Context: an optimization exercise on an open-source flow, tuned for small area, a short achievable clock period and few clock cycles per item. The choices shown serve that exercise and are no tape-out recipe. The RTL was checked by simulation tests, not by an equivalence proof against the original design. The flow treats the clock pin as an ideal source, which a real chip does not have. Power figures rest on the tool's default switching activity, not on a simulated workload.

`flow/config.mk`:
```
export PLATFORM = sky130hd
export DESIGN_NAME = data_mem_bank
export DESIGN_NICKNAME = data_mem_bank
export VERILOG_FILES = /design/flow/design.v
export SDC_FILE = /design/flow/constraint.sdc
export NUM_CORES = 4
export LEC_CHECK = 0
export CAP_MARGIN = 20
export CORE_MARGIN = 2
export CORE_UTILIZATION = 40
export SLEW_MARGIN = 20
```
`flow/constraint.sdc`:
```
create_clock -name core_clock -period 4.2 [get_ports {clk}]
set_input_delay 0.8400 -clock core_clock [delete_from_list [all_inputs] [get_ports {clk}]]
set_output_delay 0.8400 -clock core_clock [all_outputs]
set_load 0.01 [all_outputs]
```
`flow/design.v`:
```
module data_mem_bank #(
  parameter int ADDR_W    = 8,
  parameter bit INIT_ZERO = 1
) (
  input  logic              clk,
  input  logic              rst_n,
  input  logic              req_valid,
  output logic              req_ready,
  input  logic              req_we,
  input  logic [2:0]        req_funct3,
  input  logic [ADDR_W-1:0] req_addr,
  input  logic [31:0]       req_wdata,
  output logic              resp_valid,
  input  logic              resp_ready,
  output logic [31:0]       resp_rdata,
  output logic              resp_err
);
  localparam int WORDS = 2 ** (ADDR_W - 2);
  typedef enum logic {EMPTY, FULL} state_t;
  state_t state;
  logic [31:0] mem [WORDS];
  logic              accept;
  logic [ADDR_W-3:0] word_idx;
  logic [1:0]        raw_lane;
  logic [1:0]        lane;
  logic [2:0]        f3;
  logic              is_half;
  logic              is_word;
  logic              bad_f3;
  logic              misalign;
  logic              acc_err;
  logic [3:0]        be;
  logic [31:0]       wd;
  logic [31:0]       rd_word;
  logic [7:0]        rd_byte;
  logic [15:0]       rd_half;
  logic [31:0]       ld_data;
  assign resp_valid = (state == FULL);
  assign req_ready  = (state == EMPTY) || resp_ready;
  assign accept     = req_valid && req_ready;
  assign word_idx   = req_addr[ADDR_W-1:2];
  assign raw_lane   = req_addr[1:0];
  assign f3         = req_funct3;
  always_comb begin
    is_half = (f3[1:0] == 2'b01);
    is_word = (f3[1:0] == 2'b10);
    bad_f3  = (f3[1:0] == 2'b11) || (f3 == 3'b110) || (req_we && f3[2]);
    misalign = 1'b0;
    acc_err = bad_f3 || misalign;
    if (is_word) begin
      lane = 2'b00;
    end else if (is_half) begin
      lane = {raw_lane[1], 1'b0};
    end else begin
      lane = raw_lane;
    end
  end
  always_comb begin
    be = 4'b0000;
    wd = req_wdata;
    case (f3[1:0])
      2'b00: begin
        be = 4'b0001 << lane;
        wd = {4{req_wdata[7:0]}};
      end
      2'b01: begin
        be = lane[1] ? 4'b1100 : 4'b0011;
        wd = {2{req_wdata[15:0]}};
      end
      default: begin
        be = 4'b1111;
        wd = req_wdata;
      end
    endcase
    if (acc_err || !req_we) begin
      be = 4'b0000;
    end
  end
  always_comb begin
    rd_word = mem[word_idx];
    case (lane)
      2'd0:    rd_byte = rd_word[7:0];
      2'd1:    rd_byte = rd_word[15:8];
      2'd2:    rd_byte = rd_word[23:16];
      default: rd_byte = rd_word[31:24];
    endcase
    rd_half = lane[1] ? rd_word[31:16] : rd_word[15:0];
    case (f3)
      3'b000:  ld_data = {{24{rd_byte[7]}}, rd_byte};
      3'b100:  ld_data = {24'h0, rd_byte};
      3'b001:  ld_data = {{16{rd_half[15]}}, rd_half};
      3'b101:  ld_data = {16'h0, rd_half};
      3'b010:  ld_data = rd_word;
      default: ld_data = 32'h0;
    endcase
    if (req_we || acc_err) begin
      ld_data = 32'h0;
    end
  end
  always_ff @(posedge clk) begin
    if (accept && rst_n) begin
      for (int b = 0; b < 4; b++) begin
        if (be[b]) begin
          mem[word_idx][b*8 +: 8] <= wd[b*8 +: 8];
        end
      end
    end
  end
  always_ff @(posedge clk or negedge rst_n) begin
    if (!rst_n) begin
      state      <= EMPTY;
      resp_rdata <= 32'h0;
      resp_err   <= 1'b0;
    end else if (accept) begin
      state      <= FULL;
      resp_rdata <= ld_data;
      resp_err   <= acc_err;
    end else if (state == FULL && resp_ready) begin
      state      <= EMPTY;
      resp_rdata <= 32'h0;
      resp_err   <= 1'b0;
    end
  end
endmodule
```
`flow/run.sh`:
```
#!/bin/bash
# synth_recipe.tcl (not shown) runs the flow's synth.tcl, then flattens the netlist and writes it again
# the make line also repeats each setting of config.mk as NAME=value (left out here)
make -C /OpenROAD-flow-scripts/flow DESIGN_CONFIG=/design/flow/config.mk WORK_HOME=/design/flow/orfs CLKGATE_MAP_FILE= SYNTH_SCRIPT=/design/flow/synth_recipe.tcl finish
```
==> results of run 1 <==
==> synthesized netlist by cell type (all sizes together), types with 11 or more instances <==
cell,instances,area share
a211oi,17,0.0017
a21oi,86,0.0053
a221o,47,0.0058
a221oi,156,0.017
a222oi,33,0.0041
a22o,57,0.0062
a22oi,340,0.032
a31oi,43,0.0033
a41oi,17,0.0018
buf,212,0.016
clkbuf,111,0.0052
dfrtp,34,0.011
edfxtp,2048,0.76
mux2,149,0.021
mux2i,191,0.024
mux4,85,0.024
nand2,203,0.0094
nand2b,20,0.0015
nand3,33,0.0020
nand4,30,0.0023
nor2,355,0.016
nor3,18,0.0012
o211ai,19,0.0018
o21ai,81,0.0051
o221ai,11,0.0012
o22a,12,0.0013
o22ai,47,0.0036
o2bb2ai,26,0.0028
==> worst max path at each step <==
stage | from | endpoint | slack (ps) | depth (start not counted)
floorplan | req_funct3[0] | mem[0][24] | 450 | 4
global placement | req_addr[2] | resp_rdata[4] | -240 | 12
detailed placement | req_addr[2] | resp_rdata[4] | -210 | 12
CTS | req_addr[2] | resp_rdata[4] | 710 | 12
global route | req_addr[2] | resp_rdata[30] | 600 | 11
finish | req_addr[2] | resp_rdata[4] | 540 | 12
==> power by group through the flow <==
stage / clock, mW / combinational [mW] / sequential [mW]
3_3_place_gp: 0 / 2.89 / 23.4
3_5_place_dp: 0 / 2.92 / 23.4
5_1_grt: 18.7 / 3.06 / 23.0
6_report: 17.8 / 3.00 / 23.0
2_1_floorplan: 0 / 1.28 / 23.4
4_1_cts: 18.0 / 2.93 / 23.0
==> worst max-delay path: stages <==
cell	delay, ps
sky130_fd_sc_hd__buf_8	330
sky130_fd_sc_hd__buf_12	270
sky130_fd_sc_hd__nor2b_4	80
sky130_fd_sc_hd__buf_12	210
sky130_fd_sc_hd__a221o_1	400
sky130_fd_sc_hd__a222oi_1	420
sky130_fd_sc_hd__a2bb2oi_1	210
sky130_fd_sc_hd__nor2_1	60
sky130_fd_sc_hd__nor4_1	860
sky130_fd_sc_hd__buf_4	240
sky130_fd_sc_hd__o221ai_1	190
sky130_fd_sc_hd__a21o_1	220
==> cell type report <==
class / count / area share
Clock inverter: 125 / 0.0109
Clock buffer: 253 / 0.0561
Tap cell: 2656 / 0.0345
Sequential cell: 2082 / 0.648
Timing Repair Buffer: 778 / 0.0735
Inverter: 9 / 0.000403
Multi-Input combinational cell: 2208 / 0.176
Antenna cell: 14 / 0.000364
==> flip-flops by register name, indices dropped and copies added (netlist names) <==
name / count
state: 1
resp_err: 1
mem: 2048
resp_rdata: 32
==> stage by stage <==
| stage | utilization | setup TNS, ps | setup slack, ps |
|---|---|---|---|
| final | 0.481 | 0 | 542 |
| after global routing | 0.480 | 0 | 599 |
| after CTS | 0.480 | 0 | 707 |
| after detailed placement | 0.448 | -536 | -214 |
| after global placement | 0.448 | -914 | -243 |
| after floorplan | - | 0 | 448 |
==> per-layer routing <==
layer | share of wire | wire, um
met1 | 0.37 | 108000
met2 | 0.45 | 132000
met3 | 0.11 | 32400
met4 | 0.069 | 20300
met5 | 0.00048 | 141
==> logic make-up (layout without fill, tap and decap cells) <==
logic type,count (synthesis),after routing,share of synthesized area
flip-flops,2082,2082,0.772
multiplexers,425,425,0.0682
other,0,14,0
buffers and inverters,332,1165,0.0213
AO/OA/AOI/OAI,1047,1047,0.0988
AND/OR/NAND/NOR,736,736,0.0400
==> results.txt, run 1 <==
run status no timing/DRC/antenna violations; minimum hold slack around 85 ps; number of max-cap violations 0; internal power component 33.7 mW; post-CTS resize count 0; # IOs 83; final critical path time including I/O delays and setup 3660 ps; fillcell total ~17000; total iterations of the first detailed-routing run 7; antenna violations before repair 16; source-to-sink clock delay at the later pin of the worst-skew pair slightly below 900 ps; FP Rows 164; max-slew violation total from the final report 0; register area share after synthesis 0.772; P_sw 10.2 mW; reg2reg setup slack 930 ps; worst reg2reg path endpoint resp_rdata[4]; combined global-route utilization of all metal layers 0.282; critical path type input pin to register; max_slew headroom 0.237; critical register-to-register path startpoint mem[55][4]; via/cell ratio 6.24; fraction of the cycle the final worst path needs 0.871; number of nets still failing antenna checks after routing 0; fraction of met2 tracks used by global routing 0.427; non-filler cells in the finished layout between 8000 and 9000; number of synthesized register bits 2082; clock network fraction of total power 0.407; sequential share of power 0.525; Post-DP Area 89700 um2; area of the core 200000 um2; final-stage net count 5332; most used flip-flop cell after synthesis sky130_fd_sc_hd__edfxtp_1; synthesis-to-layout area growth 19.1%; actual transition at the worst max-transition pin 1140 ps; total CTS buffers 205; final hold violation count 0; Layout Skew between 40 and 50 ps; height of the die 453 um; global-route layer with the greatest usage met2; post-placement cell count 7732; combined area of the multi-input logic cells between 15000 and 20000 um2; capturing element type of the critical path register; initial core utilization 0.403; Avg Inst Size Synth 17.5 um2; drt total wl 293 mm; netlist area before placement 80800 um2; number of buffers between clock root and the deepest sink 3; average detailed-routed wire length per instance 36.1 um; number of setup buffers added after CTS 0; sequential cell area in the final layout 62300 um2; via count of the routed design 50675; leading cell type in the layout, fill and taps excluded sky130_fd_sc_hd__edfxtp_1; maximum fanout encountered on the critical timing path 27; Lkg Pwr 31.4 nW; count of flip-flops with a built-in enable after synthesis 2048; net switching share of the total power 0.232; post-route total power 43.9 mW; CTS clock-pin slew for the worst setup and hold paths 70 ps; share of total power in combinational logic 0.068; CTS Root Buffer Type sky130_fd_sc_hd__clkbuf_16; Hold/Removal Path Class input pin to asynchronous set/reset pin; number of global-route vias before repair 48583; count of clock tree sinks 2082; hold buffer count at cts 0; number of different library cells in the post-synthesis netlist between 70 and 80; required time reported for the critical path endpoint approximately 5000 ps; setup repair after global routing missed its margin false; global-route wire length before repair 401 mm; commonest non-fill, non-tap cells in the layout 2048 x sky130_fd_sc_hd__edfxtp_1, 610 x sky130_fd_sc_hd__buf_4, 351 x sky130_fd_sc_hd__nor2_1, 339 x sky130_fd_sc_hd__a22oi_1, 208 x sky130_fd_sc_hd__clkbuf_16; DRC violations left 0; Global Route met3 Usage 0.0709; worst reg-to-reg path cell count 9; data arrival time at the worst-slack endpoint 4430 ps; first-iteration detailed-routing DRC count 8178; Die Area 206000 um2; top achievable clock speed roughly 270 MHz; routability congestion estimate from global placement 0.960; final-report setup violation count 0; share of final-layout standard cells stronger than drive strength 1 0.236; worst vdd ir 0.000406 V; number of buffers inserted by port buffering between 80 and 90; synthesis warning total 1; sum of overflow across all layers after global routing 0; HPWL after DPL 195 mm; count of H-tree levels built during CTS 4; Async S/R FF share, synth 0.0163; Die Span X 453 um; largest net degree at the start of global routing 65; clock tree from TritonCTS built; final std cell area, no fill 96200 um2; met1 demand-to-capacity share in global routing 0.366; number of instances in the synthesized netlist 4622; power per cell area 456 nW/um2; nature of the critical path startpoint input pin
Testbench counts, summed over its fixed seeds: cycles 177,624, items 160,000.
==> run 2: changes to the inputs <==
==> flow/design.v (replaced) <==
module data_mem_bank #(
  parameter int ADDR_W    = 8,
  parameter bit INIT_ZERO = 1
) (
  input  logic              clk,
  input  logic              rst_n,
  input  logic              req_valid,
  output logic              req_ready,
  input  logic              req_we,
  input  logic [2:0]        req_funct3,
  input  logic [ADDR_W-1:0] req_addr,
  input  logic [31:0]       req_wdata,
  output logic              resp_valid,
  input  logic              resp_ready,
  output logic [31:0]       resp_rdata,
  output logic              resp_err
);
  localparam int WORDS = 2 ** (ADDR_W - 2);
  logic [31:0] mem [WORDS];
  logic              stall;
  logic              accept;
  logic [ADDR_W-3:0] word_idx;
  logic [1:0]        lane;
  logic [2:0]        f3;
  logic              acc_err;
  logic [3:0]        be;
  logic [31:0]       wd;
  logic              s1_v;
  logic [31:0]       s1_word;
  logic [1:0]        s1_lane;
  logic [2:0]        s1_f3;
  logic              s1_zero;
  logic              s1_err;
  logic [7:0]        rd_byte;
  logic [15:0]       rd_half;
  logic [31:0]       ld_data;
  assign stall      = resp_valid && !resp_ready;
  assign req_ready  = !stall;
  assign accept     = req_valid && !stall;
  assign word_idx   = req_addr[ADDR_W-1:2];
  assign f3         = req_funct3;
  always_comb begin
    acc_err = (f3[1:0] == 2'b11) || (f3 == 3'b110) || (req_we && f3[2]);
    case (f3[1:0])
      2'b10:   lane = 2'b00;
      2'b01:   lane = {req_addr[1], 1'b0};
      default: lane = req_addr[1:0];
    endcase
  end
  always_comb begin
    case (f3[1:0])
      2'b00: begin
        be = 4'b0001 << lane;
        wd = {4{req_wdata[7:0]}};
      end
      2'b01: begin
        be = lane[1] ? 4'b1100 : 4'b0011;
        wd = {2{req_wdata[15:0]}};
      end
      default: begin
        be = 4'b1111;
        wd = req_wdata;
      end
    endcase
    if (acc_err || !req_we) begin
      be = 4'b0000;
    end
  end
  always_ff @(posedge clk) begin
    if (accept && rst_n) begin
      for (int b = 0; b < 4; b++) begin
        if (be[b]) begin
          mem[word_idx][b*8 +: 8] <= wd[b*8 +: 8];
        end
      end
    end
  end
  always_ff @(posedge clk or negedge rst_n) begin
    if (!rst_n) begin
      s1_v <= 1'b0;
    end else if (!stall) begin
      s1_v <= req_valid;
    end
  end
  always_ff @(posedge clk) begin
    if (accept) begin
      s1_word <= mem[word_idx];
      s1_lane <= lane;
      s1_f3   <= f3;
      s1_zero <= req_we || acc_err;
      s1_err  <= acc_err;
    end
  end
  always_comb begin
    case (s1_lane)
      2'd0:    rd_byte = s1_word[7:0];
      2'd1:    rd_byte = s1_word[15:8];
      2'd2:    rd_byte = s1_word[23:16];
      default: rd_byte = s1_word[31:24];
    endcase
    rd_half = s1_lane[1] ? s1_word[31:16] : s1_word[15:0];
    case (s1_f3)
      3'b000:  ld_data = {{24{rd_byte[7]}}, rd_byte};
      3'b100:  ld_data = {24'h0, rd_byte};
      3'b001:  ld_data = {{16{rd_half[15]}}, rd_half};
      3'b101:  ld_data = {16'h0, rd_half};
      3'b010:  ld_data = s1_word;
      default: ld_data = 32'h0;
    endcase
    if (s1_zero) begin
      ld_data = 32'h0;
    end
  end
  always_ff @(posedge clk or negedge rst_n) begin
    if (!rst_n) begin
      resp_valid <= 1'b0;
      resp_rdata <= 32'h0;
      resp_err   <= 1'b0;
    end else if (!stall) begin
      resp_valid <= s1_v;
      resp_rdata <= ld_data;
      resp_err   <= s1_err;
    end
  end
endmodule
==> run 2 against run 1 <==
Net effect: synthesized area grew 1.1%; clock power rose by 4%; setup slack got worse by 41 ps; register-to-register slack better by 250 ps; global-route usage is 1.2 points higher; largest power group unchanged; critical endpoint is now s1_word[17]; critical path depth fell by 2; highest routed layer unchanged.
==> results.txt, run 2 <==
register area share after synthesis 0.778 (was 0.772); fraction of the cycle the final worst path needs 0.881 (was 0.871); FP Rows 165 (was 164); final-stage net count 5430 (was 5332); actual transition at the worst max-transition pin 1200 ps (was 1140 ps); cells along the critical path buf_6 -> nor2_4 -> buf_12 -> a22oi_1 -> o22ai_1 -> nor4_1 -> buf_4 -> o2111ai_1 -> buf_4 -> nand4b_1 (was buf_8 -> buf_12 -> nor2b_4 -> buf_12 -> a221o_1 -> a222oi_1 -> a2bb2oi_1 -> nor2_1 -> nor4_1 -> buf_4 -> o221ai_1 -> a21o_1); Hold/Removal Path Class input pin to asynchronous set/reset pin (unchanged); sequential cell area in the final layout 63500 um2 (was 62300 um2); biggest cell delay along the critical path 690 ps (was 860 ps); number of buffers between clock root and the deepest sink 3 (unchanged); total iterations of the first detailed-routing run 6 (was 7); number of setup buffers added after CTS 0 (unchanged); # IOs 83 (unchanged); max FFs per register 2048 (unchanged); share of the core filled with cells 0.474 (was 0.481); routability congestion estimate from global placement 0.995 (was 0.960); most used flip-flop cell after synthesis sky130_fd_sc_hd__edfxtp_1 (unchanged); Layout Skew 62.0 ps (was 41.8 ps); netlist area before placement 81700 um2 (was 80800 um2); largest net degree at the start of global routing 70 (was 65); CTS clock-pin slew for the worst setup and hold paths 60 ps (was 70 ps); sum of overflow across all layers after global routing 0 (unchanged); biggest registers after layout mem (2048), resp_rdata (32), s1_word (32) (was mem (2048), resp_rdata (32)); final hold violation count 0 (unchanged); post-route total power 45.5 mW (was 43.9 mW); worst vdd ir 0.000426 V (was 0.000406 V); global-route wire length before repair 424 mm (was 401 mm); initial core utilization 0.403 (about the same); top achievable clock speed 270 MHz (was 273 MHz); DRC violations left 0 (unchanged); reg2reg setup slack 1180 ps (was 930 ps); nature of the critical path startpoint input pin (unchanged); final-report setup violation count 0 (unchanged); worst reg-to-reg path cell count 7 (was 9); count of H-tree levels built during CTS 4 (unchanged); Async S/R FF share, synth 0.0165 (was 0.0163); setup repair after global routing missed its margin false (unchanged); met3 WL post-DR 46.2 mm (was 32.4 mm); via/cell ratio 6.57 (was 6.24); top cell type's share of synthesized area 0.767 (was 0.761); worst reg2reg path endpoint s1_word[17] (was resp_rdata[4]); Biggest register mem (unchanged); count of clock tree sinks 2122 (was 2082); Die Area 208000 um2 (was 206000 um2); HPWL after DPL 213 mm (was 195 mm); count of flip-flops with a built-in enable after synthesis 2087 (was 2048); number of different library cells in the post-synthesis netlist 68 (was 78); final critical path time including I/O delays and setup 3700 ps (was 3660 ps); run status no timing/DRC/antenna violations (unchanged); minimum hold slack 429 ps (was 84.8 ps); height of the die 456 um (was 453 um); power per cell area 474 nW/um2 (was 456 nW/um2); Avg Inst Size Synth 16.7 um2 (was 17.5 um2); first-iteration detailed-routing DRC count 9482 (was 8178); leading cell type in the layout, fill and taps excluded sky130_fd_sc_hd__edfxtp_1 (unchanged); leading post-synthesis cells by cell area sky130_fd_sc_hd__edfxtp_1 77%, sky130_fd_sc_hd__a22oi_1 3.9%, sky130_fd_sc_hd__a221oi_1 3.8% (was sky130_fd_sc_hd__edfxtp_1 76%, sky130_fd_sc_hd__a22oi_1 3.2%, sky130_fd_sc_hd__mux4_2 2.4%); highest metal used met5 (unchanged); launching instance or port of the critical path req_addr[2] (unchanged); clock tree from TritonCTS built (unchanged); number of instances in the synthesized netlist 4896 (was 4622); critical path type input pin to register (unchanged); total routed wire length on the met1 layer 113 mm (was 108 mm); antenna violations before repair 23 (was 16); post-CTS resize count 0 (unchanged); cell family with most CP delay buffers and inverters (was compound AO/OA/AOI/OAI gates); combined global-route utilization of all metal layers 0.294 (was 0.282); post-placement cell count 7837 (was 7732); capturing element type of the critical path register (unchanged); non-filler cells in the finished layout 8255 (was 8125); area of the core 203000 um2 (was 200000 um2); Die Span X 456 um (was 453 um); data arrival time at the worst-slack endpoint 4270 ps (was 4430 ps); source-to-sink clock delay at the later pin of the worst-skew pair 880 ps (about the same); slowest stage cell, crit path sky130_fd_sc_hd__nor4_1 (unchanged); max-slew violation total from the final report 0 (unchanged); via count of the routed design 54221 (was 50675); number of global-route vias before repair 50323 (was 48583); hold buffer count at cts 0 (unchanged); cell types with the highest counts after synthesis 2087 x sky130_fd_sc_hd__edfxtp_1, 425 x sky130_fd_sc_hd__a22oi_1, 406 x sky130_fd_sc_hd__nor2_1, 350 x sky130_fd_sc_hd__a221oi_1, 174 x sky130_fd_sc_hd__o22ai_1 (was 2048 x sky130_fd_sc_hd__edfxtp_1, 355 x sky130_fd_sc_hd__nor2_1, 339 x sky130_fd_sc_hd__a22oi_1, 203 x sky130_fd_sc_hd__nand2_1, 191 x sky130_fd_sc_hd__mux2i_1); number of max-cap violations 0 (unchanged); combined area of the multi-input logic cells 16400 um2 (was 17000 um2); CTS Root Buffer Type sky130_fd_sc_hd__clkbuf_16 (unchanged); maximum fanout encountered on the critical timing path 47 (was 27); number of nets still failing antenna checks after routing 0 (unchanged); fillcell total 17116 (was 16842); length of routed met2 wiring 133 mm (was 132 mm); share of final-layout standard cells stronger than drive strength 1 0.177 (was 0.236); number of buffers inserted by port buffering 82 (unchanged); required time reported for the critical path endpoint 4770 ps (was 4970 ps); cell taking the most area after synthesis sky130_fd_sc_hd__edfxtp_1 (unchanged); number of buffers and inverters on the critical path 4 (unchanged); drt total wl 313 mm (was 293 mm); total CTS buffers 211 (was 205); cell with the most instances after synthesis sky130_fd_sc_hd__edfxtp_1 (unchanged); synthesis warning total 1 (unchanged); cell type with the highest occurrence count on the critical path sky130_fd_sc_hd__buf_4 (was sky130_fd_sc_hd__buf_12); number of synthesized register bits 2122 (was 2082); average detailed-routed wire length per instance 37.9 um (was 36.1 um); Lkg Pwr 30.5 nW (was 31.4 nW); max_slew headroom 0.194 (was 0.237); commonest non-fill, non-tap cells in the layout 2087 x sky130_fd_sc_hd__edfxtp_1, 496 x sky130_fd_sc_hd__buf_4, 425 x sky130_fd_sc_hd__a22oi_1, 399 x sky130_fd_sc_hd__nor2_1, 350 x sky130_fd_sc_hd__a221oi_1 (was 2048 x sky130_fd_sc_hd__edfxtp_1, 610 x sky130_fd_sc_hd__buf_4, 351 x sky130_fd_sc_hd__nor2_1, 339 x sky130_fd_sc_hd__a22oi_1, 208 x sky130_fd_sc_hd__clkbuf_16); critical register-to-register path startpoint mem[27][17] (was mem[55][4]); synthesis-to-layout area growth 17.6% (was 19.1%)
-- run 2: worst max-delay path by stage --
| stage | cells after the start | slack, ps | end |
|---|---|---|---|
| 6_report | 10 | 500 | s1_word[17] |
| 5_1_grt | 10 | 670 | s1_word[17] |
| 4_1_cts | 10 | 790 | s1_word[17] |
| 3_5_place_dp | 10 | -100 | s1_word[17] |
| 3_3_place_gp | 10 | -70 | s1_word[17] |
| 2_1_floorplan | 9 | 420 | mem[24][0] |
-- run 2: worst register-to-register path, stage by stage, from the launching register on --
cell                        delay [ps]
sky130_fd_sc_hd__edfxtp_1          360
sky130_fd_sc_hd__a22oi_1           460
sky130_fd_sc_hd__o22ai_1           170
sky130_fd_sc_hd__nor4_1            690
sky130_fd_sc_hd__buf_4             220
sky130_fd_sc_hd__o2111ai_1         410
sky130_fd_sc_hd__buf_4             310
sky130_fd_sc_hd__nand4b_1          150
-- run 2: per-stage QoR --
step / setup TNS (ps) / area [um2] / worst slack (ps)
floorplan: 0 / 81700 / 423
global placement: -144 / 89300 / -68.1
detailed placement: -103 / 89300 / -103
CTS: 0 / 96000 / 792
global route: 0 / 96000 / 673
finish: 0 / 96100 / 501
-- run 2: kinds of logic (layout without fill, tap and decap cells) --
logic type,Yosys count,count (layout),share of synthesized area
fa+ha+maj,4,4,0.000613
mux,203,203,0.0284
buf+inv,393,1056,0.0233
other cells,0,24,0
compound gates,1436,1436,0.131
simple gates,738,738,0.0389
flops,2122,2122,0.778
-- run 2: per-layer routing --
layer / vias up / GRT usage
met2: 4579 / 0.423
met3: 866 / 0.108
met1: 27492 / 0.386
met5: - / 0
li1: 21258 / -
met4: 26 / 0.160
-- run 2: power breakdown --
part | leakage [nW] | internal [mW] | total [mW] | switching, mW
clock network | 3.27 | 10.3 | 18.5 | 8.22
registers | 19.3 | 23.5 | 23.7 | 0.135
logic | 7.94 | 0.914 | 3.30 | 2.38
-- run 2: cell type report --
type	instances	share of cell area
sequential	2122	0.661
clock buffer	262	0.0574
inverter	11	0.000508
multi-input combinational	2381	0.171
timing repair buffer	651	0.0621
tap	2672	0.0348
clock inverter	132	0.0123
antenna	24	0.000625
Testbench counts of run 2, summed over its fixed seeds: cycles 177,631, items 160,000.
==> run 3: changes to the inputs <==
--- a/flow/design.v
+++ b/flow/design.v
@@ -25,6 +25,8 @@
   logic              acc_err;
   logic [3:0]        be;
   logic [31:0]       wd;
+  logic [WORDS-1:0]  sel;
+  logic [31:0]       rd_word;
   logic              s1_v;
   logic [31:0]       s1_word;
   logic [1:0]        s1_lane;
@@ -66,11 +68,22 @@
       be = 4'b0000;
     end
   end
+  always_comb begin
+    for (int w = 0; w < WORDS; w++) begin
+      sel[w] = (word_idx == w[ADDR_W-3:0]);
+    end
+  end
+  always_comb begin
+    rd_word = 32'h0;
+    for (int w = 0; w < WORDS; w++) begin
+      rd_word = rd_word | (mem[w] & {32{sel[w]}});
+    end
+  end
   always_ff @(posedge clk) begin
-    if (accept && rst_n) begin
+    for (int w = 0; w < WORDS; w++) begin
       for (int b = 0; b < 4; b++) begin
-        if (be[b]) begin
-          mem[word_idx][b*8 +: 8] <= wd[b*8 +: 8];
+        if (accept && rst_n && sel[w] && be[b]) begin
+          mem[w][b*8 +: 8] <= wd[b*8 +: 8];
         end
       end
     end
@@ -84,7 +97,7 @@
   end
   always_ff @(posedge clk) begin
     if (accept) begin
-      s1_word <= mem[word_idx];
+      s1_word <= rd_word;
       s1_lane <= lane;
       s1_f3   <= f3;
       s1_zero <= req_we || acc_err;
--- a/flow/config.mk
+++ b/flow/config.mk
@@ -7,5 +7,5 @@
 export LEC_CHECK = 0
 export CAP_MARGIN = 20
 export CORE_MARGIN = 2
-export CORE_UTILIZATION = 40
+export CORE_UTILIZATION = 60
 export SLEW_MARGIN = 20
==> run 3 against run 2 <==
Net effect: cell area down 1.1%; still clean; maximum frequency down 2.7%; synthesized cell count down 6.4%.
==> results.txt, run 3 <==
run status no timing/DRC/antenna violations (unchanged); top cell type's share of synthesized area 0.790 (was 0.767); post-CTS resize count 0 (unchanged); synthesis-to-layout area growth 19.8% (was 17.6%); Global Route met3 Usage 0.304 (was 0.108); Die Area 135000 um2 (was 208000 um2); source-to-sink clock delay at the later pin of the worst-skew pair 880 ps (about the same); area of the core 131000 um2 (was 203000 um2); post-placement cell count 6881 (was 7837); antenna violations before repair 31 (was 23); fraction of the cycle the final worst path needs 0.906 (was 0.881); non-filler cells in the finished layout 7293 (was 8255); final std cell area, no fill 95000 um2 (was 96100 um2); minimum hold slack 16.8 ps (was 429 ps); cells along the critical path buf_4 -> buf_4 -> nand4b_2 -> buf_4 -> nor2_4 -> buf_4 -> a221oi_1 -> nand3_1 -> or4_1 (was buf_6 -> nor2_4 -> buf_12 -> a22oi_1 -> o22ai_1 -> nor4_1 -> buf_4 -> o2111ai_1 -> buf_4 -> nand4b_1); Avg Inst Size Synth 17.3 um2 (was 16.7 um2); data arrival time at the worst-slack endpoint 4370 ps (was 4270 ps); top achievable clock speed 263 MHz (was 270 MHz); final-stage net count 5383 (was 5430); capturing element type of the critical path register (unchanged); max_slew headroom 0.101 (was 0.194); sum of overflow across all layers after global routing 0 (unchanged); post-route total power 44.1 mW (was 45.5 mW); CTS clock-pin slew for the worst setup and hold paths 60 ps (about the same); HPWL after DPL 250 mm (was 213 mm); commonest non-fill, non-tap cells in the layout 2087 x sky130_fd_sc_hd__edfxtp_1, 738 x sky130_fd_sc_hd__a22oi_1, 624 x sky130_fd_sc_hd__buf_4, 304 x sky130_fd_sc_hd__nor2_1, 224 x sky130_fd_sc_hd__nand2_1 (was 2087 x sky130_fd_sc_hd__edfxtp_1, 496 x sky130_fd_sc_hd__buf_4, 425 x sky130_fd_sc_hd__a22oi_1, 399 x sky130_fd_sc_hd__nor2_1, 350 x sky130_fd_sc_hd__a221oi_1); reg2reg setup slack 980 ps (was 1180 ps); Lkg Pwr 31.3 nW (was 30.5 nW); initial core utilization 0.604 (was 0.403); routability congestion estimate from global placement 1.12 (was 0.995); Hold/Removal Path Class input pin to asynchronous set/reset pin (unchanged); number of max-cap violations 0 (unchanged); global-route wire length before repair 476 mm (was 424 mm); number of setup buffers added after CTS 0 (unchanged); actual transition at the worst max-transition pin 1340 ps (was 1200 ps); share of final-layout standard cells stronger than drive strength 1 0.219 (was 0.177); via count of the routed design 57342 (was 54221); count of H-tree levels built during CTS 4 (unchanged); required time reported for the critical path endpoint 4760 ps (was 4770 ps); final-report setup violation count 0 (unchanged); maximum fanout encountered on the critical timing path 25 (was 47); hold buffer count at cts 0 (unchanged); fillcell total 8251 (was 17116); nature of the critical path startpoint input pin (unchanged); register area share after synthesis 0.801 (was 0.778); combined global-route utilization of all metal layers 0.544 (was 0.294); number of global-route vias before repair 51870 (was 50323); cell with the most instances after synthesis sky130_fd_sc_hd__edfxtp_1 (unchanged); Post-Route Setup TNS 0 ps (unchanged); leading post-synthesis cells by cell area sky130_fd_sc_hd__edfxtp_1 79%, sky130_fd_sc_hd__a22oi_1 7.0%, sky130_fd_sc_hd__nor2_1 1.7% (was sky130_fd_sc_hd__edfxtp_1 77%, sky130_fd_sc_hd__a22oi_1 3.9%, sky130_fd_sc_hd__a221oi_1 3.8%); biggest registers after layout mem (2048), resp_rdata (32), s1_word (32) (unchanged); fraction of met2 tracks used by global routing 0.725 (was 0.423); max FFs per register 2048 (unchanged); Async S/R FF share, synth 0.0165 (unchanged); final critical path time including I/O delays and setup 3800 ps (was 3700 ps); number of synthesized register bits 2122 (unchanged); number of nets still failing antenna checks after routing 0 (unchanged); # IOs 83 (unchanged); biggest cell delay along the critical path 790 ps (was 690 ps); total iterations of the first detailed-routing run 10 (was 6); setup ws final 396 ps (was 501 ps); cell taking the most area after synthesis sky130_fd_sc_hd__edfxtp_1 (unchanged); global-route layer with the greatest usage met2 (unchanged); via/cell ratio 7.86 (was 6.57); Die Span X 368 um (was 456 um); final hold violation count 0 (unchanged); count of flip-flops with a built-in enable after synthesis 2087 (unchanged); clock tree from TritonCTS built (unchanged); share of the core filled with cells 0.724 (was 0.474); number of instances in the synthesized netlist 4584 (was 4896); number of buffers between clock root and the deepest sink 3 (unchanged); worst vdd ir 0.000523 V (was 0.000426 V); met1 demand-to-capacity share in global routing 0.667 (was 0.386); count of clock tree sinks 2122 (unchanged); cell types with the highest counts after synthesis 2087 x sky130_fd_sc_hd__edfxtp_1, 738 x sky130_fd_sc_hd__a22oi_1, 359 x sky130_fd_sc_hd__nor2_1, 234 x sky130_fd_sc_hd__nand2_1, 150 x sky130_fd_sc_hd__clkbuf_1 (was 2087 x sky130_fd_sc_hd__edfxtp_1, 425 x sky130_fd_sc_hd__a22oi_1, 406 x sky130_fd_sc_hd__nor2_1, 350 x sky130_fd_sc_hd__a221oi_1, 174 x sky130_fd_sc_hd__o22ai_1); Post-DP Area 88400 um2 (was 89300 um2); number of different library cells in the post-synthesis netlist 76 (was 68); first-iteration detailed-routing DRC count 13098 (was 9482); largest net degree at the start of global routing 65 (was 70); setup repair after global routing missed its margin false (unchanged); drt total wl 367 mm (was 313 mm); number of buffers inserted by port buffering 82 (unchanged); power per cell area 464 nW/um2 (was 474 nW/um2); average detailed-routed wire length per instance 50.3 um (was 37.9 um); critical path type input pin to register (unchanged); DRC violations left 0 (unchanged); height of the die 368 um (was 456 um); FP Rows 133 (was 165); cell type with the highest occurrence count on the critical path sky130_fd_sc_hd__buf_4 (unchanged); most used flip-flop cell after synthesis sky130_fd_sc_hd__edfxtp_1 (unchanged); Layout Skew 40.7 ps (was 62.0 ps); number of buffers and inverters on the critical path 4 (unchanged); Biggest register mem (unchanged); slowest stage cell, crit path sky130_fd_sc_hd__a221oi_1 (was sky130_fd_sc_hd__nor4_1); CTS Root Buffer Type sky130_fd_sc_hd__clkbuf_16 (unchanged); synthesis warning total 2 (was 1); worst-case setup slack after placement -210 ps (was -103 ps); max-slew violation total from the final report 0 (unchanged); leading cell type in the layout, fill and taps excluded sky130_fd_sc_hd__edfxtp_1 (unchanged); total CTS buffers 203 (was 211); netlist area before placement 79400 um2 (was 81700 um2); cell family with most CP delay simple AND/OR/NAND/NOR gates (was buffers and inverters)
==> run 3: changes by cell type after synthesis, moves of 62 or more <==
| cell | change |
|---|---|
| sky130_fd_sc_hd__a221oi_1 | -293 |
| sky130_fd_sc_hd__a22oi_1 | +313 |
| sky130_fd_sc_hd__buf_2 | -94 |
| sky130_fd_sc_hd__mux2i_1 | -82 |
| sky130_fd_sc_hd__nand2_1 | +62 |
| sky130_fd_sc_hd__nand4_1 | +117 |
| sky130_fd_sc_hd__o21ai_0 | -138 |
| sky130_fd_sc_hd__o22ai_1 | -164 |
==> run 3: cells by family (layout without fill, tap and decap cells) <==
kind of cell             count (synthesis)  after routing  synth area share
other                                    0             41                 0
AO/OA/AOI/OAI                         1080           1080             0.105
AND/OR/NAND/NOR                        964            964            0.0581
adder cells (fa/ha/maj)                  4              4          0.000631
buffers and inverters                  279           1192            0.0161
multiplexers                           135            135            0.0195
flip-flops                            2122           2122             0.801
==> run 3: final cells by class <==
class	instances	area, um2	share of cell area
sequential	2122	63500	0.669
clock buffer	243	5230	0.0550
inverter	9	33.8	0.000355
tap	1755	2200	0.0231
multi-input combinational	2183	15100	0.159
clock inverter	128	1240	0.0131
antenna	41	103	0.00108
timing repair buffer	812	7580	0.0798
==> run 3: where the power goes <==
| group | switching [mW] | internal, mW |
|---|---|---|
| Combinational | 1.77 | 0.606 |
| Clock | 8.12 | 9.95 |
| Sequential | 0.122 | 23.5 |
==> run 3: worst paths after layout <==
path                        startpoint              to  cells past startpoint
min in group core_clock         s1_err        resp_err                      2
max                        req_addr[4]     s1_word[21]                      9
min                              rst_n            s1_v                      2
max in group asynchronous        rst_n  resp_rdata[26]                      2
min reg2reg                     s1_err        resp_err                      2
max reg2reg                 resp_valid      mem[53][2]                      6
==> run 3: metal layers <==
| metal | part of all wire | up-vias | routed length (um) |
|---|---|---|---|
| met4 | 0.092 | 39 | 33600 |
| met5 | 0.0040 | - | 1450 |
| met2 | 0.40 | 7089 | 146000 |
| li1 | - | 20455 | - |
| met1 | 0.31 | 28069 | 113000 |
| met3 | 0.20 | 1690 | 72800 |
Testbench counts of run 3, summed over its fixed seeds: cycles 177,631, items 160,000.
==> run 4: changes to the inputs <==
--- a/flow/design.v
+++ b/flow/design.v
@@ -127,10 +127,12 @@
   always_ff @(posedge clk or negedge rst_n) begin
     if (!rst_n) begin
       resp_valid <= 1'b0;
-      resp_rdata <= 32'h0;
-      resp_err   <= 1'b0;
     end else if (!stall) begin
       resp_valid <= s1_v;
+    end
+  end
+  always_ff @(posedge clk) begin
+    if (!stall) begin
       resp_rdata <= ld_data;
       resp_err   <= s1_err;
     end
--- a/flow/config.mk
+++ b/flow/config.mk
@@ -8,4 +8,5 @@
 export CAP_MARGIN = 20
 export CORE_MARGIN = 2
 export CORE_UTILIZATION = 60
+export SETUP_SLACK_MARGIN = 1.9
 export SLEW_MARGIN = 20
==> run 4 against run 3 <==
Net effect: power increased by 1.0%; flip-flop and latch count unchanged; first-iteration DRC count is 33% lower; combinational power up 18%; still clean; global-route usage down 14 points; largest power group unchanged; critical endpoint is now s1_word[23]; utilization rose by 0.56 points.
==> results.txt, run 4 <==
fraction of the cycle the final worst path needs 0.563 (was 0.906); routability congestion estimate from global placement 0.942 (was 1.12); Die Area 142000 um2 (was 135000 um2); biggest registers after layout mem (2048), resp_rdata (32), s1_word (32) (unchanged); count of clock tree sinks 2122 (unchanged); fillcell total 8775 (was 8251); minimum hold slack 191 ps (was 16.8 ps); antenna violations before repair 10 (was 31); largest net degree at the start of global routing 110 (was 65); clock tree from TritonCTS built (unchanged); number of buffers inserted by port buffering 82 (unchanged); total iterations of the first detailed-routing run 7 (was 10); share of the core filled with cells 0.729 (was 0.724); Avg Inst Size Synth 14.7 um2 (was 17.3 um2); Lkg Pwr 31.4 nW (was 31.3 nW); max FFs per register 2048 (unchanged); number of nets still failing antenna checks after routing 0 (unchanged); Die Span X 377 um (was 368 um); slowest stage cell, crit path sky130_fd_sc_hd__a2111oi_4 (was sky130_fd_sc_hd__a221oi_1); number of buffers between clock root and the deepest sink 3 (unchanged); average detailed-routed wire length per instance 36.6 um (was 50.3 um); required time reported for the critical path endpoint 4780 ps (was 4760 ps); sum of overflow across all layers after global routing 0 (unchanged); number of different library cells in the post-synthesis netlist 54 (was 76); synthesis warning total 2 (unchanged); DRC violations left 0 (unchanged); count of flip-flops with a built-in enable after synthesis 2120 (was 2087); combined area of the multi-input logic cells 21200 um2 (was 15100 um2); hold buffer count at cts 0 (unchanged); number of buffers and inverters on the critical path 3 (was 4); sequential cell area in the final layout 63700 um2 (was 63500 um2); post-route total power 44.5 mW (was 44.1 mW); final-stage net count 6052 (was 5383); final-report setup violation count 0 (unchanged); cell family with most CP delay simple AND/OR/NAND/NOR gates (unchanged); via/cell ratio 7.16 (was 7.86); HPWL after DPL 182 mm (was 250 mm); CTS clock-pin slew for the worst setup and hold paths 60 ps (about the same); run status no timing/DRC/antenna violations (unchanged); cell type with the highest occurrence count on the critical path sky130_fd_sc_hd__buf_4 (unchanged); commonest non-fill, non-tap cells in the layout 2120 x sky130_fd_sc_hd__edfxtp_1, 1659 x sky130_fd_sc_hd__nand3_1, 450 x sky130_fd_sc_hd__nand4_1, 328 x sky130_fd_sc_hd__buf_4, 230 x sky130_fd_sc_hd__nor2_4 (was 2087 x sky130_fd_sc_hd__edfxtp_1, 738 x sky130_fd_sc_hd__a22oi_1, 624 x sky130_fd_sc_hd__buf_4, 304 x sky130_fd_sc_hd__nor2_1, 224 x sky130_fd_sc_hd__nand2_1); cells along the critical path buf_16 -> and4bb_4 -> and2_1 -> buf_4 -> a22o_1 -> a2111oi_4 -> nand4_1 -> buf_4 (was buf_4 -> buf_4 -> nand4b_2 -> buf_4 -> nor2_4 -> buf_4 -> a221oi_1 -> nand3_1 -> or4_1); maximum fanout encountered on the critical timing path 15 (was 25); number of instances in the synthesized netlist 5689 (was 4584); netlist area before placement 83300 um2 (was 79400 um2); nature of the critical path startpoint input pin (unchanged); initial core utilization 0.605 (was 0.604); leading post-synthesis cells by cell area sky130_fd_sc_hd__edfxtp_1 76%, sky130_fd_sc_hd__nand3_1 10%, sky130_fd_sc_hd__nand4_1 3.4% (was sky130_fd_sc_hd__edfxtp_1 79%, sky130_fd_sc_hd__a22oi_1 7.0%, sky130_fd_sc_hd__nor2_1 1.7%); final hold violation count 0 (unchanged); drt total wl 291 mm (was 367 mm); count of H-tree levels built during CTS 4 (unchanged); share of final-layout standard cells stronger than drive strength 1 0.226 (was 0.219); final critical path time including I/O delays and setup 2360 ps (was 3800 ps); via count of the routed design 57025 (was 57342); cell types with the highest counts after synthesis 2120 x sky130_fd_sc_hd__edfxtp_1, 1703 x sky130_fd_sc_hd__nand3_1, 450 x sky130_fd_sc_hd__nand4_1, 335 x sky130_fd_sc_hd__clkbuf_1, 270 x sky130_fd_sc_hd__nor2_1 (was 2087 x sky130_fd_sc_hd__edfxtp_1, 738 x sky130_fd_sc_hd__a22oi_1, 359 x sky130_fd_sc_hd__nor2_1, 234 x sky130_fd_sc_hd__nand2_1, 150 x sky130_fd_sc_hd__clkbuf_1); synthesis-to-layout area growth 20.5% (was 19.8%); actual transition at the worst max-transition pin 1000 ps (was 1340 ps); area of the core 138000 um2 (was 131000 um2); number of global-route vias before repair 53746 (was 51870); worst-case setup slack after placement -115 ps (was -210 ps); first-iteration detailed-routing DRC count 8773 (was 13098); CTS Root Buffer Type sky130_fd_sc_hd__clkbuf_16 (unchanged); Biggest register mem (unchanged); setup ws final 1840 ps (was 396 ps); register area share after synthesis 0.764 (was 0.801); # IOs 83 (unchanged); worst vdd ir 0.000402 V (was 0.000523 V); cell taking the most area after synthesis sky130_fd_sc_hd__edfxtp_1 (unchanged); max-slew violation total from the final report 0 (unchanged); number of max-cap violations 0 (unchanged); most used flip-flop cell after synthesis sky130_fd_sc_hd__edfxtp_1 (unchanged); global-route wire length before repair 406 mm (was 476 mm); Hold/Removal Path Class input pin to asynchronous set/reset pin (unchanged); FP Rows 136 (was 133); source-to-sink clock delay at the later pin of the worst-skew pair 840 ps (was 880 ps); max_slew headroom 0.332 (was 0.101); combined global-route utilization of all metal layers 0.408 (was 0.544); leading cell type in the layout, fill and taps excluded sky130_fd_sc_hd__edfxtp_1 (unchanged); critical path type input pin to register (unchanged); top achievable clock speed 423 MHz (was 263 MHz); biggest cell delay along the critical path 380 ps (was 790 ps); cell with the most instances after synthesis sky130_fd_sc_hd__edfxtp_1 (unchanged); Layout Skew 17.2 ps (was 40.7 ps); Async S/R FF share, synth 0.000943 (was 0.0165); number of synthesized register bits 2122 (unchanged); total CTS buffers 207 (was 203); data arrival time at the worst-slack endpoint 2950 ps (was 4370 ps); setup repair after global routing missed its margin true (was false); Post-Route Setup TNS 0 ps (unchanged); power per cell area 444 nW/um2 (was 464 nW/um2); top cell type's share of synthesized area 0.764 (was 0.790); capturing element type of the critical path register (unchanged); height of the die 377 um (was 368 um)
[run 4: changes by cell type after synthesis, moves of 93 or more]
cell                       change
sky130_fd_sc_hd__nand4_1     +315
sky130_fd_sc_hd__clkbuf_1    +185
sky130_fd_sc_hd__nor4_1       +93
sky130_fd_sc_hd__nand2_1     -187
sky130_fd_sc_hd__nand3_1    +1669
sky130_fd_sc_hd__a22oi_1     -720
[run 4: cell type report]
class / count / share of cell area
clock buffers: 268 / 0.0544
flip-flops and latches: 2122 / 0.635
inverters: 9 / 0.000573
well taps: 1794 / 0.0224
repair buffers: 593 / 0.0674
diodes: 1 / 0.0000249
clock inverters: 107 / 0.00978
multi-input cells: 3067 / 0.211
[run 4: power by group]
group          switching (mW)  internal, mW
clock                    7.94          10.1
sequential              0.132          23.6
combinational            2.04         0.768
total                    10.1          34.4
[run 4: worst reg2reg max path: stages, from the launching register on]
cell                       delay (ps)
sky130_fd_sc_hd__dfrtp_1          400
sky130_fd_sc_hd__nand2b_4         100
sky130_fd_sc_hd__and3_4           390
sky130_fd_sc_hd__buf_4            290
sky130_fd_sc_hd__nand3_4          280
sky130_fd_sc_hd__buf_4            290
sky130_fd_sc_hd__nor2_4           110
sky130_fd_sc_hd__buf_12           150
[run 4: routing by layer]
layer | share of wire | wire length (um) | track usage
met3 | 0.13 | 37000 | 0.112
met5 | 0.00047 | 138 | 0
met2 | 0.45 | 130000 | 0.596
met4 | 0.070 | 20500 | 0.242
met1 | 0.36 | 104000 | 0.553
[run 4: cells by family (layout without fill, tap and decap cells)]
| group | Yosys count | after routing | share of synthesized area |
|---|---|---|---|
| other | 0 | 1 | 0 |
| DFF | 2122 | 2122 | 0.764 |
| adders and majority gates | 4 | 4 | 0.000600 |
| muxes | 146 | 146 | 0.0202 |
| and+or+nand+nor | 2716 | 2721 | 0.170 |
| AOI/OAI and AO/OA | 196 | 196 | 0.0196 |
| buffers and inverters | 505 | 977 | 0.0248 |
[run 4: worst paths after layout]
check	slack [ps]	to	startpoint	cells past startpoint
max	1840	s1_word[23]	req_addr[3]	8
min	190	s1_v	rst_n	1
max reg2reg	1910	mem[11][20]	resp_valid	7
min reg2reg	430	resp_err	s1_err	0
max in group asynchronous	3870	resp_valid	rst_n	1
min in group core_clock	350	s1_f3[1]	req_funct3[1]	1
[run 4: what timing repair did]
item,CTS,global route
pin swaps,78,52
endpoints found under the setup margin,3301,1416
cloned,14,3
buffers inserted,102,30
gates resized for setup,318,80
[run 4: per-stage QoR]
| stage | cells | instance area, um2 |
|---|---|---|
| 6_report | 7961 | 100000 |
| 5_1_grt | 7960 | 100000 |
| 4_1_cts | 7927 | 99500 |
| 3_5_place_dp | 7436 | 90500 |
| 3_3_place_gp | 7436 | 90500 |
| 2_1_floorplan | 5689 | 86800 |
Testbench counts of run 4, summed over its fixed seeds: cycles 177,631, items 160,000.
==> run 5: changes to the inputs <==
==> flow/config.mk (replaced) <==
export PLATFORM = sky130hd
export DESIGN_NAME = data_mem_bank
export DESIGN_NICKNAME = data_mem_bank
export VERILOG_FILES = /design/flow/design.v
export SDC_FILE = /design/flow/constraint.sdc
export NUM_CORES = 4
export LEC_CHECK = 0
export CAP_MARGIN = 5
export CORE_MARGIN = 2
export CORE_UTILIZATION = 45
export SETUP_SLACK_MARGIN = 2.05
export SLEW_MARGIN = 5
==> run 5 against run 4 <==
Net effect: still clean; wire length increased by 7.7%; cell area rose by 7.8%; global-route usage fell by 9.1 points; utilization is 14 points lower; non-clock buffer count up 351; combinational power increased by 15%; power increased by 1.2%; critical path type unchanged; largest cell class unchanged.
==> results.txt, run 5 <==
run status no timing/DRC/antenna violations (unchanged); HPWL after DPL 187 mm (was 182 mm); via count of the routed design 59480 (was 57025); non-filler cells in the finished layout 9004 (was 7961); met1 demand-to-capacity share in global routing 0.427 (was 0.553); height of the die 434 um (was 377 um); number of buffers inserted by port buffering 82 (unchanged); critical path type input pin to register (unchanged); post-route total power 45.1 mW (was 44.5 mW); cell types with the highest counts after synthesis 2120 x sky130_fd_sc_hd__edfxtp_1, 1703 x sky130_fd_sc_hd__nand3_1, 450 x sky130_fd_sc_hd__nand4_1, 335 x sky130_fd_sc_hd__clkbuf_1, 270 x sky130_fd_sc_hd__nor2_1 (unchanged); number of global-route vias before repair 54516 (was 53746); area of the core 183000 um2 (was 138000 um2); max_slew headroom 0.313 (was 0.332); fraction of met2 tracks used by global routing 0.482 (was 0.596); number of max-cap violations 0 (unchanged); number of synthesized register bits 2122 (unchanged); FP Rows 157 (was 136); first-iteration detailed-routing DRC count 9634 (was 8773); synthesis-to-layout area growth 29.8% (was 20.5%); setup repair after global routing missed its margin true (unchanged); count of flip-flops with a built-in enable after synthesis 2120 (unchanged); most used flip-flop cell after synthesis sky130_fd_sc_hd__edfxtp_1 (unchanged); antenna violations before repair 14 (was 10); total CTS buffers 212 (was 207); Die Area 189000 um2 (was 142000 um2); via/cell ratio 6.61 (was 7.16); clock tree from TritonCTS built (unchanged); cell taking the most area after synthesis sky130_fd_sc_hd__edfxtp_1 (unchanged); minimum hold slack 139 ps (was 191 ps); final-stage net count 6413 (was 6052); Post-DP Area 91600 um2 (was 90500 um2); CTS clock-pin slew for the worst setup and hold paths 60 ps (about the same); synthesis warning total 2 (unchanged); max FFs per register 2048 (unchanged); count of H-tree levels built during CTS 4 (unchanged); largest net degree at the start of global routing 100 (was 110); Biggest register mem (unchanged); commonest non-fill, non-tap cells in the layout 2120 x sky130_fd_sc_hd__edfxtp_1, 1626 x sky130_fd_sc_hd__nand3_1, 450 x sky130_fd_sc_hd__nand4_1, 344 x sky130_fd_sc_hd__buf_4, 280 x sky130_fd_sc_hd__buf_12 (was 2120 x sky130_fd_sc_hd__edfxtp_1, 1659 x sky130_fd_sc_hd__nand3_1, 450 x sky130_fd_sc_hd__nand4_1, 328 x sky130_fd_sc_hd__buf_4, 230 x sky130_fd_sc_hd__nor2_4); Layout Skew 29.0 ps (was 17.2 ps); count of clock tree sinks 2122 (unchanged); power per cell area 417 nW/um2 (was 444 nW/um2); source-to-sink clock delay at the later pin of the worst-skew pair 890 ps (was 840 ps); fraction of the cycle the final worst path needs 0.571 (was 0.563); data arrival time at the worst-slack endpoint 2940 ps (was 2950 ps); critical register-to-register path startpoint resp_valid (unchanged); Async S/R FF share, synth 0.000943 (unchanged); maximum fanout encountered on the critical timing path 19 (was 15); biggest registers after layout mem (2048), resp_rdata (32), s1_word (32) (unchanged); combined global-route utilization of all metal layers 0.317 (was 0.408); final hold violation count 0 (unchanged); Lkg Pwr 34.6 nW (was 31.4 nW); share of the core filled with cells 0.590 (was 0.729); max-slew violation total from the final report 0 (unchanged); share of final-layout standard cells stronger than drive strength 1 0.280 (was 0.226); Die Span X 434 um (was 377 um); # IOs 83 (unchanged); Avg Inst Size Synth 14.7 um2 (unchanged); global-route layer with the greatest usage met2 (unchanged); final critical path time including I/O delays and setup 2400 ps (was 2360 ps); top cell type's share of synthesized area 0.764 (unchanged); netlist area before placement 83300 um2 (unchanged); final-report setup violation count 0 (unchanged); final std cell area, no fill 108000 um2 (was 100000 um2); launching instance or port of the critical path req_addr[5] (was req_addr[3]); actual transition at the worst max-transition pin 1030 ps (was 1000 ps); register area share after synthesis 0.764 (unchanged); number of different library cells in the post-synthesis netlist 54 (unchanged); nature of the critical path startpoint input pin (unchanged); routability congestion estimate from global placement 0.910 (was 0.942); CTS Root Buffer Type sky130_fd_sc_hd__clkbuf_16 (unchanged); reg2reg setup slack 1920 ps (was 1910 ps); Global Route met3 Usage 0.0737 (was 0.112); number of nets still failing antenna checks after routing 0 (unchanged); DRC violations left 0 (unchanged); sum of overflow across all layers after global routing 0 (unchanged); cell with the most instances after synthesis sky130_fd_sc_hd__edfxtp_1 (unchanged); average detailed-routed wire length per instance 34.8 um (was 36.6 um); total iterations of the first detailed-routing run 6 (was 7); leading post-synthesis cells by cell area sky130_fd_sc_hd__edfxtp_1 76%, sky130_fd_sc_hd__nand3_1 10%, sky130_fd_sc_hd__nand4_1 3.4% (unchanged); top achievable clock speed 417 MHz (was 423 MHz); initial core utilization 0.454 (was 0.605); capturing element type of the critical path register (unchanged); leading cell type in the layout, fill and taps excluded sky130_fd_sc_hd__edfxtp_1 (unchanged); required time reported for the critical path endpoint 4740 ps (was 4780 ps); worst vdd ir 0.000449 V (was 0.000402 V); number of instances in the synthesized netlist 5689 (unchanged); Hold/Removal Path Class input pin to asynchronous set/reset pin (unchanged); drt total wl 313 mm (was 291 mm); post-placement cell count 8112 (was 7436); global-route wire length before repair 421 mm (was 406 mm); number of buffers between clock root and the deepest sink 3 (unchanged)
[run 5: cell types whose count changed in the layout (fill, tap and decap cells not counted), sizes merged, moves of 4 or more]
cell,previous run,this run
buf,537,870
clkinv,73,105
clkbuf,277,298
clkdlybuf4s15,10,0
clkinvlp,8,1
bufinv,15,9
bufbuf,6,11
diode,1,6
inv,20,15
clkdlybuf4s50,30,26
[run 5: layout make-up]
cell class	instances	area [um2]
inverters	9	58.8
diodes	6	15.0
clock buffers	266	5630
fillers	13730	75300
well taps	2464	3080
flip-flops and latches	2122	63700
clock inverters	121	848
multi-input cells	3072	22100
repair buffers	944	12800
[run 5: critical path, stage by stage]
cell,delay (ps)
sky130_fd_sc_hd__buf_16,140
sky130_fd_sc_hd__buf_4,160
sky130_fd_sc_hd__and4_4,310
sky130_fd_sc_hd__buf_6,240
sky130_fd_sc_hd__buf_4,180
sky130_fd_sc_hd__nand3_1,80
sky130_fd_sc_hd__nand2_1,150
sky130_fd_sc_hd__a2111oi_4,460
sky130_fd_sc_hd__nand4_1,320
[run 5: logic make-up after synthesis]
kind of cell	after synthesis	synth area share
and+or+nand+nor	2716	0.170
DFF	2122	0.764
buffers and inverters	505	0.0248
AOI/OAI and AO/OA	196	0.0196
muxes	146	0.0202
adders and majority gates	4	0.000600
[run 5: power by group]
part	switching (mW)	total (mW)	leakage (nW)	internal, mW
clock	8.14	18.1	3.19	9.99
sequential	0.132	23.7	19.2	23.6
combinational	2.23	3.23	12.2	1.00
total	10.5	45.1	34.6	34.6
[run 5: routing by layer]
layer  share of wire  vias up
li1                -    24052
met1            0.36    30147
met2            0.45     4461
met3            0.13      798
met4           0.060       22
met5         0.00062        -
[run 5: final timing paths]
| path | endpoint | cells after the start |
|---|---|---|
| hold reg to reg | resp_err | 0 |
| hold / removal | resp_valid | 1 |
| min in group core_clock | s1_f3[2] | 1 |
| max in group asynchronous | s1_v | 1 |
| setup reg to reg | mem[6][21] | 10 |
| setup / recovery | s1_word[31] | 9 |
[run 5: per-stage QoR]
stage | TNS [ps] | worst slack [ps]
floorplan | 0 | 1480
global placement | -1960 | -435
detailed placement | -2740 | -498
CTS | 0 | 1750
global route | 0 | 1740
finish | 0 | 1800
[run 5: what timing repair did]
| item | 4_1_cts | 5_1_grt |
|---|---|---|
| pin swaps | 144 | 259 |
| gates cloned | 28 | 33 |
| setup buffers | 205 | 233 |
| hold buffers | 0 | 0 |
| setup endpoints to repair | 3694 | 1705 |
| resized for setup | 410 | 407 |
==> run 6: changes to the inputs <==
--- a/flow/design.v
+++ b/flow/design.v
@@ -73,12 +73,35 @@
       sel[w] = (word_idx == w[ADDR_W-3:0]);
     end
   end
-  always_comb begin
-    rd_word = 32'h0;
-    for (int w = 0; w < WORDS; w++) begin
-      rd_word = rd_word | (mem[w] & {32{sel[w]}});
+  logic [31:0] rd_l1_n [WORDS/2];
+  logic [31:0] rd_l2   [WORDS/8];
+  logic [31:0] rd_l3_n [WORDS/16];
+  for (genvar p = 0; p < WORDS / 2; p++) begin : g_l1
+    for (genvar k = 0; k < 32/4; k++) begin : g_nib
+      dmem_andor2_n u_l1 (
+        .a (mem[2*p][4*k +: 4]),   .sa (sel[2*p]),
+        .b (mem[2*p+1][4*k +: 4]), .sb (sel[2*p+1]),
+        .y_n (rd_l1_n[p][4*k +: 4])
+      );
     end
   end
+  for (genvar q = 0; q < WORDS / 8; q++) begin : g_l2
+    dmem_nand4 u_l2 (
+      .a (rd_l1_n[4*q]),   .b (rd_l1_n[4*q+1]),
+      .c (rd_l1_n[4*q+2]), .d (rd_l1_n[4*q+3]),
+      .y (rd_l2[q])
+    );
+  end
+  for (genvar h = 0; h < WORDS / 16; h++) begin : g_l3
+    dmem_nor2 u_l3 (
+      .a (rd_l2[2*h]), .b (rd_l2[2*h+1]),
+      .y_n (rd_l3_n[h])
+    );
+  end
+  dmem_nand4 u_l4 (
+    .a (rd_l3_n[0]), .b (rd_l3_n[1]), .c (rd_l3_n[2]), .d (rd_l3_n[3]),
+    .y (rd_word)
+  );
   always_ff @(posedge clk) begin
     for (int w = 0; w < WORDS; w++) begin
       for (int b = 0; b < 4; b++) begin
@@ -138,3 +161,28 @@
     end
   end
 endmodule
+module dmem_andor2_n (
+  input  logic [3:0] a,
+  input  logic       sa,
+  input  logic [3:0] b,
+  input  logic       sb,
+  output logic [3:0] y_n
+);
+  assign y_n = ~((a & {4{sa}}) | (b & {4{sb}}));
+endmodule
+module dmem_nand4 (
+  input  logic [31:0] a,
+  input  logic [31:0] b,
+  input  logic [31:0] c,
+  input  logic [31:0] d,
+  output logic [31:0] y
+);
+  assign y = ~(a & b & c & d);
+endmodule
+module dmem_nor2 (
+  input  logic [31:0] a,
+  input  logic [31:0] b,
+  output logic [31:0] y_n
+);
+  assign y_n = ~(a | b);
+endmodule
==> flow/flow/run.sh (new file) <==
#!/bin/bash
# Standard ORFS layout with two changes: the floorplan-stage timing repair
# (which sees an ideal clock) is skipped in favour of the post-CTS repair,
# and CTS inserts no dummy loads.
set -euo pipefail
export REMOVE_ABC_BUFFERS=1
export CTS_ARGS="-sink_clustering_enable -repair_clock_nets -dont_use_dummy_load"
bash standard.sh finish > standard.log 2>&1
==> flow/standard.sh (new file) <==
#!/bin/bash
# synth_recipe.tcl (not shown) runs the flow's synth.tcl, then flattens the netlist and writes it again
# the make line also repeats each setting of config.mk as NAME=value (left out here)
make -C /OpenROAD-flow-scripts/flow DESIGN_CONFIG=/design/flow/config.mk WORK_HOME=/design/flow/orfs CLKGATE_MAP_FILE= SYNTH_SCRIPT=/design/flow/synth_recipe.tcl "${@:-finish}"
--- a/flow/config.mk
+++ b/flow/config.mk
@@ -8,5 +8,7 @@
 export CAP_MARGIN = 5
 export CORE_MARGIN = 2
 export CORE_UTILIZATION = 45
-export SETUP_SLACK_MARGIN = 2.05
+export SETUP_SLACK_MARGIN = 1.85
 export SLEW_MARGIN = 5
+export SYNTH_HIERARCHICAL = 1
+export SYNTH_MINIMUM_KEEP_SIZE = 0
removed: flow/run.sh
==> run 6 against run 5 <==
Net effect: still clean on timing, DRC and antenna; die area decreased by 6.8%; hold slack better by 51 ps; combinational power is 29% lower; synthesized cell count shrank 25%; maximum frequency down 14%; sequential power barely moved; global-route usage is 4.6 points lower; clock power down 14%; utilization is 1.3 points lower; largest power group unchanged; highest routed layer is now met4.
==> results.txt, run 6 <==
run status no timing/DRC/antenna violations (unchanged); Layout Skew 92.3 ps (was 29.0 ps); clock tree from TritonCTS built (unchanged); first-iteration detailed-routing DRC count 6398 (was 9634); # IOs 83 (unchanged); sequential share of power 0.570 (was 0.526); global-route wire length before repair 337 mm (was 421 mm); antenna violations before repair 12 (was 14); largest net degree at the start of global routing 67 (was 100); nature of the critical path startpoint register (was input pin); top achievable clock speed 357 MHz (was 417 MHz); cells along the critical path nand2b_4 -> buf_12 -> buf_12 -> buf_6 -> buf_6 -> or3b_4 -> buf_12 -> buf_16 -> a211oi_4 -> buf_6 (was buf_16 -> buf_4 -> and4_4 -> buf_6 -> buf_4 -> nand3_1 -> nand2_1 -> a2111oi_4 -> nand4_1); commonest non-fill, non-tap cells in the layout 2120 x sky130_fd_sc_hd__edfxtp_1, 1034 x sky130_fd_sc_hd__a22oi_1, 295 x sky130_fd_sc_hd__nand4_1, 241 x sky130_fd_sc_hd__buf_6, 210 x sky130_fd_sc_hd__clkbuf_16 (was 2120 x sky130_fd_sc_hd__edfxtp_1, 1626 x sky130_fd_sc_hd__nand3_1, 450 x sky130_fd_sc_hd__nand4_1, 344 x sky130_fd_sc_hd__buf_4, 280 x sky130_fd_sc_hd__buf_12); via count of the routed design 47574 (was 59480); routability congestion estimate from global placement 0.902 (was 0.910); synthesis-to-layout area growth 27.4% (was 29.8%); DRC violations left 0 (unchanged); share of the core filled with cells 0.576 (was 0.590); sum of overflow across all layers after global routing 0 (unchanged); count of clock tree sinks 2122 (unchanged); max_slew headroom 0.355 (was 0.313); final std cell area, no fill 98900 um2 (was 108000 um2); net switching share of the total power 0.212 (was 0.233); Async S/R FF share, synth 0.000943 (unchanged); leading post-synthesis cells by cell area sky130_fd_sc_hd__edfxtp_1 82%, sky130_fd_sc_hd__a22oi_1 10%, sky130_fd_sc_hd__nand4_1 2.4% (was sky130_fd_sc_hd__edfxtp_1 76%, sky130_fd_sc_hd__nand3_1 10%, sky130_fd_sc_hd__nand4_1 3.4%); length of routed met2 wiring 116 mm (was 142 mm); CTS clock-pin slew for the worst setup and hold paths 60 ps (about the same); area of the core 172000 um2 (was 183000 um2); cell types with the highest counts after synthesis 2120 x sky130_fd_sc_hd__edfxtp_1, 1050 x sky130_fd_sc_hd__a22oi_1, 295 x sky130_fd_sc_hd__nand4_1, 195 x sky130_fd_sc_hd__nor2_1, 130 x sky130_fd_sc_hd__nor3_1 (was 2120 x sky130_fd_sc_hd__edfxtp_1, 1703 x sky130_fd_sc_hd__nand3_1, 450 x sky130_fd_sc_hd__nand4_1, 335 x sky130_fd_sc_hd__clkbuf_1, 270 x sky130_fd_sc_hd__nor2_1); setup repair after global routing missed its margin true (unchanged); number of instances in the synthesized netlist 4251 (was 5689); number of max-cap violations 0 (unchanged); max FFs per register 2048 (unchanged); HPWL after DPL 148 mm (was 187 mm); met3 WL post-DR 21.7 mm (was 39.2 mm); share of final-layout standard cells stronger than drive strength 1 0.274 (was 0.280); final hold violation count 0 (unchanged); biggest registers after layout mem (2048), resp_rdata (32), s1_word (32) (unchanged); Lkg Pwr 30.6 nW (was 34.6 nW); leading cell type in the layout, fill and taps excluded sky130_fd_sc_hd__edfxtp_1 (unchanged); netlist area before placement 77600 um2 (was 83300 um2); top cell type's share of synthesized area 0.820 (was 0.764); worst vdd ir 0.000386 V (was 0.000449 V); most used flip-flop cell after synthesis sky130_fd_sc_hd__edfxtp_1 (unchanged); worst-case setup slack after placement 38.3 ps (was -498 ps); critical path type register to register (was input pin to register); count of flip-flops with a built-in enable after synthesis 2120 (unchanged); slowest stage cell, crit path sky130_fd_sc_hd__dfrtp_4 (was sky130_fd_sc_hd__a2111oi_4); cell taking the most area after synthesis sky130_fd_sc_hd__edfxtp_1 (unchanged); post-route total power 41.6 mW (was 45.1 mW); maximum fanout encountered on the critical timing path 7 (was 19); total routed wire length on the met1 layer 92.5 mm (was 113 mm); P_sw 8.83 mW (was 10.5 mW); Post-DP Area 85000 um2 (was 91600 um2); internal power component 32.8 mW (was 34.6 mW); non-filler cells in the finished layout 7386 (was 9004); number of different library cells in the post-synthesis netlist 38 (was 54); initial core utilization 0.452 (was 0.454); minimum hold slack 190 ps (was 139 ps); capturing element type of the critical path register (unchanged); share of total power in combinational logic 0.055 (was 0.072); Avg Inst Size Synth 18.3 um2 (was 14.7 um2); combined global-route utilization of all metal layers 0.270 (was 0.317); cell with the most instances after synthesis sky130_fd_sc_hd__edfxtp_1 (unchanged); number of synthesized register bits 2122 (unchanged); actual transition at the worst max-transition pin 967 ps (was 1030 ps); FP Rows 152 (was 157); hold buffer count at cts 0 (unchanged); total iterations of the first detailed-routing run 6 (unchanged); final-stage net count 5125 (was 6413); data arrival time at the worst-slack endpoint 3290 ps (was 2940 ps)
## run 6: cell count changes in the layout (fill, tap and decap cells not counted), sizes merged, moves of 75 or more
cell    previous run  this run
nand3           1703        15
a22oi             18      1050
buf              870       679
nand4            450       295
a211oi             0       128
nor4             124         0
clkinv           105         0
nor3              25       130
clkbuf           298       210
mux2             106        19
nor2             270       195
## run 6: kinds of logic (layout without fill, tap and decap cells)
kind of cell	Yosys count	count (layout)	share of synthesized area
muxes	34	34	0.00490
and+or+nand+nor	732	732	0.0484
other	0	5	0
DFF	2122	2122	0.821
buffers and inverters	125	944	0.00658
adders and majority gates	4	4	0.000645
AOI/OAI and AO/OA	1234	1235	0.118
## run 6: path summary, 6_finish.rpt
kind                               start         end  cells past startpoint  slack (ps)
min                                rst_n  resp_valid                      1         190
max in group asynchronous          rst_n  resp_valid                      1        3820
min in group core_clock    req_funct3[1]    s1_f3[1]                      1         410
max                           resp_valid  mem[57][9]                     10        1400
min reg2reg                       s1_err    resp_err                      0         430
max reg2reg                   resp_valid  mem[57][9]                     10        1400
## run 6: area by class of cell
class	count	area [um2]
Clock buffer	207	5180
Fill cell	12591	72700
Tap cell	2310	2890
Inverter	4	15.0
Multi-Input combinational cell	2005	17300
Antenna cell	5	12.5
Timing Repair Buffer	733	9800
Sequential cell	2122	63700
## run 6: worst max-delay path: cells and delay by family (launching register included)
family,cells,cell delay (ps)
buf+inv,7,970
flops,1,590
simple gates,2,570
compound gates,1,260
## run 6: timing repair
| action | 4_1_cts | 5_1_grt |
|---|---|---|
| endpoints found under the setup margin | 3249 | 2362 |
| pin swaps | 120 | 136 |
| gates cloned | 34 | 3 |
| buffers inserted | 181 | 47 |
| resized for setup | 868 | 273 |
## run 6: power groups by stage
| stage | Combinational, mW | Clock (mW) | Sequential, mW |
|---|---|---|---|
| floorplan | 0.648 | 0 | 24.1 |
| global placement | 1.76 | 0 | 24.2 |
| detailed placement | 1.79 | 0 | 24.2 |
| CTS | 2.10 | 15.8 | 23.7 |
| global route | 2.37 | 16.5 | 23.7 |
| finish | 2.29 | 15.6 | 23.7 |
## run 6: metal layers
layer  vias up  global-route usage
li1      19688                   -
met1     24840               0.362
met2      2593               0.430
met3       453              0.0536
met4         0               0.122
met5         -                   0
## run 6: Yosys stat by module (local to each module, per instance)
module / times used / cells inside
data_mem_bank: 1 / 2811
dmem_andor2_n: 256 / 4
dmem_nand4: 9 / 32
dmem_nor2: 4 / 32
Testbench counts of run 6, summed over its fixed seeds: cycles 177,631, items 160,000.

Re-timed with assumed drivers on the ports (clkbuf_16 on the clock, buf_2 on other inputs), run 6 has 1.360 ns of setup slack against 1.401 ns with ideal ports, and 0.696 ns once port delays also move by the mid clock arrival of 0.913 ns.
